This is an optimization exercise on Yosys and OpenROAD, whose aim is small area, a short achievable clock period and few clock cycles per item, not a production implementation. At most, simulation tests tie the RTL to the original design; equivalence was not proved.

==> run a <==
Design matvec3, start of the top module:
module matvec3
(
    input  logic               clk,
    input  logic               reset,
    input  logic               input_valid,
    output logic               input_ready,
    input  logic signed [13:0] input_data,
    output logic               output_valid,
    input  logic               output_ready,
    output logic signed [27:0] output_data
);
clock: 7.0 ns
lec_check: 0
abc_area: 1
cap_margin: 20
core_margin: 2
core_utilization: 40
cts_buf_list: sky130_fd_sc_hd__clkbuf_8
cts_cluster_size: 40
setup_slack_margin: 4.3
slew_margin: 20
standard.sh (not shown) runs the stock make flow with config.mk's settings and CLKGATE_MAP_FILE= SYNTH_SCRIPT=/design/flow/synth_recipe.tcl, a recipe that flattens the netlist after the stock synthesis.
==> flow/flow/run.sh <==
#!/bin/bash
# The standard layout (standard.sh) with two changes:
# - clock tree synthesis adds no dummy loads to balance the tree;
# - the port buffers are buf_1 cells.
set -o pipefail
export CTS_ARGS="-sink_clustering_enable -repair_clock_nets -sink_clustering_size 40 -buf_list sky130_fd_sc_hd__clkbuf_8 -dont_use_dummy_load"
export BUFFER_PORTS_ARGS="-buffer_cell sky130_fd_sc_hd__buf_1"
bash standard.sh > standard.log 2>&1
==> run b: changes against run a <==
==> flow/flow/run.sh (replaced) <==
#!/bin/bash
# The standard layout (standard.sh) with three changes:
# - synthesis skips the quick abc pass inside yosys's synth command
#   (SYNTH_ARGS=-noabc), so the adder cells are extracted from the design's
#   own full-adder logic; the registers are the standard synthesis's;
# - clock tree synthesis adds no dummy loads to balance the tree;
# - the port buffers are buf_1 cells.
set -o pipefail
export SYNTH_ARGS="-noabc"
export CTS_ARGS="-sink_clustering_enable -repair_clock_nets -sink_clustering_size 40 -buf_list sky130_fd_sc_hd__clkbuf_8 -dont_use_dummy_load"
export BUFFER_PORTS_ARGS="-buffer_cell sky130_fd_sc_hd__buf_1"
bash standard.sh > standard.log 2>&1
==> comparison table <==
item                                                            run b           run a
Count of plain and timing-repair buffers                          189             161
Finished Core Util                                              51.4%           49.6%
Metal1 wirelength                                           16,100 um       15,500 um
Post-CTS resize count                                             134             131
Vertical extent of the die                                     192 um          193 um
Area growth from synthesis to layout                            26.0%           23.0%
Flop-to-flop setup slack                                      4.02 ns         4.22 ns
Starting density of the core                                    40.8%           40.3%
Met3 Track Usage GR                                             3.78%           3.46%
Area share of and/or/nand/nor cells after synthesis             12.6%           13.5%
Pin slew with the least headroom to its limit                0.822 ns        0.855 ns
Uppermost signal routing layer after detailed routing            met5            met4
Result of the run                                      finished clean  finished clean
Largest incremental delay on the critical path                0.60 ns         0.55 ns
Final GP Congestion                                             0.873           0.898
Max Freq                                                      336 MHz         360 MHz
Testbench counts of run a, summed over its fixed seeds: cycles 4,680, items 1,152.
Testbench counts of run b, summed over its fixed seeds: cycles 4,680, items 1,152.

==> inputs of garnet <==
matvec3, a different RTL version from the one above (not shown whole).
## matvec3
module matvec3
(
    input  logic               clk,
    input  logic               reset,
    input  logic               input_valid,
    output logic               input_ready,
    input  logic signed [13:0] input_data,
    output logic               output_valid,
    input  logic               output_ready,
    output logic signed [27:0] output_data
);
    logic [3:0]         ph;        
    logic signed [13:0] ring [12];
    logic signed [13:0] ring0_d;
    logic signed [13:0] x_n;       
    logic [6:0]         one_q;     
    logic [6:0]         two_q;
    logic [6:0]         neg_q;
    logic [3:0]         wc;
    logic               active;    
    logic [3:0]         pi;        
    logic [1:0]         pc;        
    logic [1:0]         xl;        
    logic               fire_d;
    logic               first_d;
    logic               last_d;
    logic [27:0]        s_q;
    logic [27:0]        c_q;
    logic [27:0]        acc;
  ...
clock: 7.0 ns
lec_check: 0
abc_area: 1
cap_margin: 20
core_margin: 2
core_utilization: 40
cts_buf_list: sky130_fd_sc_hd__clkbuf_4
cts_cluster_diameter: 100
setup_slack_margin: 3.8
slew_margin: 20
run.sh (not shown) runs the stock make flow with config.mk's settings and CLKGATE_MAP_FILE= SYNTH_SCRIPT=/design/flow/synth_recipe.tcl, a recipe that flattens the netlist after the stock synthesis.
Stock flow here: none of the scripts above is used.
==> violet: changes against garnet <==
CTS_BUF_LIST = unset   (was sky130_fd_sc_hd__clkbuf_4)
CTS_CLUSTER_DIAMETER = unset   (was 100)
==> comparison <==
- Against garnet, the routed wire length of violet is smaller by 2.5%.
- In synthesized cell count, violet and garnet do not differ.
- In synthesized area, garnet and violet do not differ.
- violet produced a clean layout. garnet went through all stages and came out clean.
- In sequential cell count, violet and garnet do not differ.
- Against garnet, the clock skew of violet is lower by 0.049 ns.
- Between garnet and violet, the lower count of clock-buffer cells in the layout is in violet (gap 60).
==> figures <==
| item | garnet | violet |
|---|---|---|
| Run status | finished clean | finished clean |
| Routed vias/inst | 4.71 | 4.74 |
| Share of the clock period used by the worst path | 0.456 | 0.464 |
| Fin util | 0.496 | 0.491 |
| Worst reg-to-reg setup slack | 3.81 ns | 3.75 ns |
| Met2 layer usage reported by global route | 0.261 | 0.263 |
| Worst-case hold path end point | ring[7][12] | ring[8][12] |
| Clock network contribution to total cell area | 0.0555 | 0.0624 |
| Capturing instance or port of the critical path | acc[20] | acc[27] |
Function was not checked in any run of this note: the RTL went through the layout flow alone.

==> exp/indigo <==
matvec3 with an RTL version that a note above also has.
==> flow/config.mk <==
export PLATFORM = sky130hd
export DESIGN_NAME = matvec3
export DESIGN_NICKNAME = matvec3
export VERILOG_FILES = /design/flow/design.v
export SDC_FILE = /design/flow/constraint.sdc
export NUM_CORES = 4
export LEC_CHECK = 0
export ABC_AREA = 1
export CAP_MARGIN = 20
export CORE_MARGIN = 2
export CORE_UTILIZATION = 40
export SETUP_SLACK_MARGIN = 4.1
export SLEW_MARGIN = 20
==> flow/constraint.sdc <==
create_clock -name core_clock -period 7.0 [get_ports {clk}]
set_input_delay 1.4000 -clock core_clock [delete_from_list [all_inputs] [get_ports {clk}]]
set_output_delay 1.4000 -clock core_clock [all_outputs]
set_load 0.01 [all_outputs]
standard.sh (not shown) runs the stock make flow with config.mk's settings and CLKGATE_MAP_FILE= SYNTH_SCRIPT=/design/flow/synth_recipe.tcl, a recipe that flattens the netlist after the stock synthesis.
==> flow/flow/run.sh <==
#!/bin/bash
# The standard layout (standard.sh) with two changes:
# - clock tree synthesis adds no dummy loads to balance the tree, and
#   clusters up to 26 flip-flops within 140 um per leaf buffer;
# - the port buffers are buf_1 cells.
set -o pipefail
export CTS_ARGS="-sink_clustering_enable -repair_clock_nets -sink_clustering_size 26 -sink_clustering_max_diameter 140 -buf_list sky130_fd_sc_hd__clkbuf_16 -dont_use_dummy_load"
export BUFFER_PORTS_ARGS="-buffer_cell sky130_fd_sc_hd__buf_1"
bash standard.sh > standard.log 2>&1
==> exp/delta: changes against exp/indigo <==
==> flow/flow/run.sh (replaced) <==
#!/bin/bash
# The standard layout (standard.sh) with two changes:
# - clock tree synthesis adds no dummy loads to balance the tree;
# - the port buffers are buf_1 cells.
set -o pipefail
export CTS_ARGS="-sink_clustering_enable -repair_clock_nets -sink_clustering_size 40 -buf_list sky130_fd_sc_hd__clkbuf_8 -dont_use_dummy_load"
export BUFFER_PORTS_ARGS="-buffer_cell sky130_fd_sc_hd__buf_1"
bash standard.sh > standard.log 2>&1
Settings changed: CTS_BUF_LIST set to sky130_fd_sc_hd__clkbuf_8, CTS_CLUSTER_SIZE set to 40.
==> comparison <==
Between exp/delta and exp/indigo, the lower setup slack is in exp/indigo (gap 27 ps).
In die area, exp/indigo and exp/delta do not differ.
exp/indigo went through all stages and came out clean. exp/delta went through all stages and came out clean.
In synthesized cell count, exp/delta and exp/indigo do not differ.
Against exp/indigo, the first-iteration DRC count of exp/delta is lower by about 1.7%.
Sequential share of layout area: exp/delta is lower than exp/indigo (0.44 points).
Sequential cell count is the same in exp/indigo and exp/delta.
In exp/delta the design area is higher than in exp/indigo, by 1.1%.
==> figures <==
                                                                  exp/delta               exp/indigo
Met1 track utilization from global routing                            24.0%                    24.4%
Util after Layout                                                     45.1%                    44.6%
Critical Path Fanout Max                                                 11                       15
Run status                                          complete, no violations  complete, no violations
Number of instances resized during post-cts repair                       18                       31
Area of the multi-input gates                                      7170 um2                 7300 um2
Total number of nets in the final design                              1,794                    1,759
Hold_ws                                                              311 ps                   274 ps
Met3 track demand over resource in global routing                     2.89%                    1.82%
Beginning of the worst hold path                                 ring[7][4]               ring[3][0]
Non-CTS inverters                                                       271                      270
Detailed-route wire length per cell                                 15.6 um                  15.8 um
Non-CTS buffers                                                          66                       65
Testbench counts of exp/indigo, summed over its fixed seeds: cycles 4,680, items 1,152.
Testbench counts of exp/delta, summed over its fixed seeds: cycles 4,680, items 1,152.

==> run X: inputs <==
Another version of the RTL of matvec3 (not shown whole).
export LEC_CHECK = 0
export ABC_AREA = 1
export CAP_MARGIN = 20
export CORE_MARGIN = 2
export CORE_UTILIZATION = 40
export SETUP_SLACK_MARGIN = 3.8
export SLEW_MARGIN = 20
create_clock -name core_clock -period 7.0 [get_ports {clk}]
run.sh (not shown) runs the stock make flow with config.mk's settings and CLKGATE_MAP_FILE= SYNTH_SCRIPT=/design/flow/synth_recipe.tcl, a recipe that flattens the netlist after the stock synthesis.
Stock flow here: none of the scripts above is used.
==> run A: changes against run X <==
--- a/flow/config.mk
+++ b/flow/config.mk
@@ -9,5 +9,7 @@
 export CAP_MARGIN = 20
 export CORE_MARGIN = 2
 export CORE_UTILIZATION = 40
+export CTS_BUF_LIST = sky130_fd_sc_hd__clkbuf_8
+export CTS_CLUSTER_SIZE = 40
 export SETUP_SLACK_MARGIN = 3.8
 export SLEW_MARGIN = 20
==> run C: changes against run X <==
--- a/flow/config.mk
+++ b/flow/config.mk
@@ -9,5 +9,7 @@
 export CAP_MARGIN = 20
 export CORE_MARGIN = 2
 export CORE_UTILIZATION = 40
-export SETUP_SLACK_MARGIN = 3.8
+export CTS_BUF_LIST = sky130_fd_sc_hd__clkbuf_8
+export CTS_CLUSTER_SIZE = 40
+export SETUP_SLACK_MARGIN = 4.1
 export SLEW_MARGIN = 20
==> run M: changes against run X <==
--- a/flow/config.mk
+++ b/flow/config.mk
@@ -9,5 +9,7 @@
 export CAP_MARGIN = 20
 export CORE_MARGIN = 2
 export CORE_UTILIZATION = 40
-export SETUP_SLACK_MARGIN = 3.8
+export CTS_BUF_LIST = sky130_fd_sc_hd__clkbuf_8
+export CTS_CLUSTER_SIZE = 40
+export SETUP_SLACK_MARGIN = 4.4
 export SLEW_MARGIN = 20
==> impl_summary.txt <==
----------------------------------------------------
[Cells and area]
  Multi-input logic cell count ... slightly above 900
  Post-route standard cell area excluding fillers ... about 0.017 mm2
  Clk tree area frac ... ~6.5%

[Route]
  Via-per-instance ratio ... a little under 5

[Worst setup path]
  Worst path most repeated cell ... sky130_fd_sc_hd__fa_1
  Total stage count of the critical path ... 8
  Worst path max stage delay ... about 500 ps

[CTS]
  Root cell of the clock tree ... sky130_fd_sc_hd__clkbuf_8

[Run status]
  Run status ... finished clean

[Placement]
  Final GP Congestion ... 0.8856
  Detailed placement HPWL ... ~24 mm

[GRT]
  Met1 capacity usage during global routing ... 25.32%

----------------------------------------------------
The numbers above come from run C.

==> impl_summary.txt <==
----------------------------------------------------
[Run status]
  Run status ... finished clean

[Cells and area]
  Clk tree area frac ... under 10%
  Multi-input logic cell count ... 932
  Post-route standard cell area excluding fillers ... between 0.015 and 0.02 mm2

[CTS]
  Root cell of the clock tree ... sky130_fd_sc_hd__clkbuf_8

[Placement]
  Detailed placement HPWL ... ~24 mm
  Final GP Congestion ... ~0.88

[Synth]
  Most numerous cell types in the synthesized netlist ... sky130_fd_sc_hd__dfxtp_1 (264), sky130_fd_sc_hd__inv_1 (217), sky130_fd_sc_hd__nand2_1 (217), sky130_fd_sc_hd__nor2_1 (139), sky130_fd_sc_hd__xor2_1 (120)

[Route]
  Via-per-instance ratio ... 4.889

----------------------------------------------------
The numbers above come from run M.

==> impl_summary.txt <==
----------------------------------------------------
[Worst setup path]
  Total stage count of the critical path ... 8
  Worst path max stage delay ... about 520 ps
  Worst path most repeated cell ... sky130_fd_sc_hd__fa_1

[CTS]
  Root cell of the clock tree ... sky130_fd_sc_hd__clkbuf_16

[Run status]
  Run status ... finished clean

[Cells and area]
  Multi-input logic cell count ... 931
  Clk tree area frac ... under 10%

[Placement]
  Final GP Congestion ... ~0.89

----------------------------------------------------
The numbers above come from run X.

==> impl_summary.txt <==
----------------------------------------------------
[Route]
  Via-per-instance ratio ... around 4.8

[Cells and area]
  Post-route standard cell area excluding fillers ... about 0.016 mm2
  Multi-input logic cell count ... 931

[Worst setup path]
  Worst path most repeated cell ... sky130_fd_sc_hd__fa_1
  Total stage count of the critical path ... 9
  Worst path max stage delay ... 540 ps

[Run status]
  Run status ... finished clean

[GRT]
  Met1 capacity usage during global routing ... around a quarter

[Placement]
  Detailed placement HPWL ... 23.54 mm

[CTS]
  Root cell of the clock tree ... sky130_fd_sc_hd__clkbuf_8

----------------------------------------------------
The numbers above come from run A.

Testbench counts of run X, summed over its fixed seeds: cycles 4,680, items 1,152.
Testbench counts of run A, summed over its fixed seeds: cycles 4,680, items 1,152.
Testbench counts of run C, summed over its fixed seeds: cycles 4,680, items 1,152.
Testbench counts of run M, summed over its fixed seeds: cycles 4,680, items 1,152.

==> static timing again, ports no longer ideal <==
Ports are ideal in the flow. The routed layouts listed here were re-timed in OpenROAD. Step 1 assumes that a clkbuf_16 drives the clock port and a buf_2 every other input. Step 2, shift: input delay + t, output delay - t, t = (earliest + latest rising clock arrival at the registers) / 2. This alone moves slack from input paths to output paths. a / b / c = no drivers / after step 1 / after step 2; a / b = the first two.
run | shift t [ns] | slack for setup (ns) | hold WS [ns] | worst setup path after step 2 | worst register clock-pin slew, ns
run a of note 1 | 0.597 | 4.224 / 4.224 / 3.778 | 0.308 / 0.308 / 0.308 | input to register | 0.07 / 0.07
run b of note 1 | 0.599 | 4.023 / 4.023 / 3.564 | 0.301 / 0.301 / 0.301 | input to register | 0.07 / 0.07
garnet | 0.722 | 3.810 / 3.779 / 3.334 | 0.288 / 0.288 / 0.288 | input to register | 0.07 / 0.07
violet | 0.589 | 3.753 / 3.753 / 3.337 | 0.321 / 0.321 / 0.321 | input to register | 0.06 / 0.06
exp/indigo | 0.536 | 4.126 / 4.126 / 3.751 | 0.274 / 0.274 / 0.274 | input to register | 0.11 / 0.11
exp/delta | 0.582 | 4.152 / 4.152 / 3.733 | 0.311 / 0.311 / 0.311 | input to register | 0.06 / 0.06
run X of note 4 | 0.608 | 3.856 / 3.856 / 3.356 | 0.318 / 0.318 / 0.318 | input to register | 0.06 / 0.06
run A of note 4 | 0.629 | 3.862 / 3.862 / 3.361 | 0.291 / 0.291 / 0.291 | input to register | 0.07 / 0.07
run C of note 4 | 0.616 | 3.944 / 3.944 / 3.553 | 0.321 / 0.321 / 0.321 | input to register | 0.07 / 0.07
run M of note 4 | 0.631 | 4.087 / 4.087 / 3.774 | 0.302 / 0.302 / 0.302 | input to register | 0.07 / 0.07
After both steps every run listed still meets setup and hold. The setup slack of run A of note 4, which loses most, moves by 0.000 ns with the drivers and by -0.501 ns with both steps.
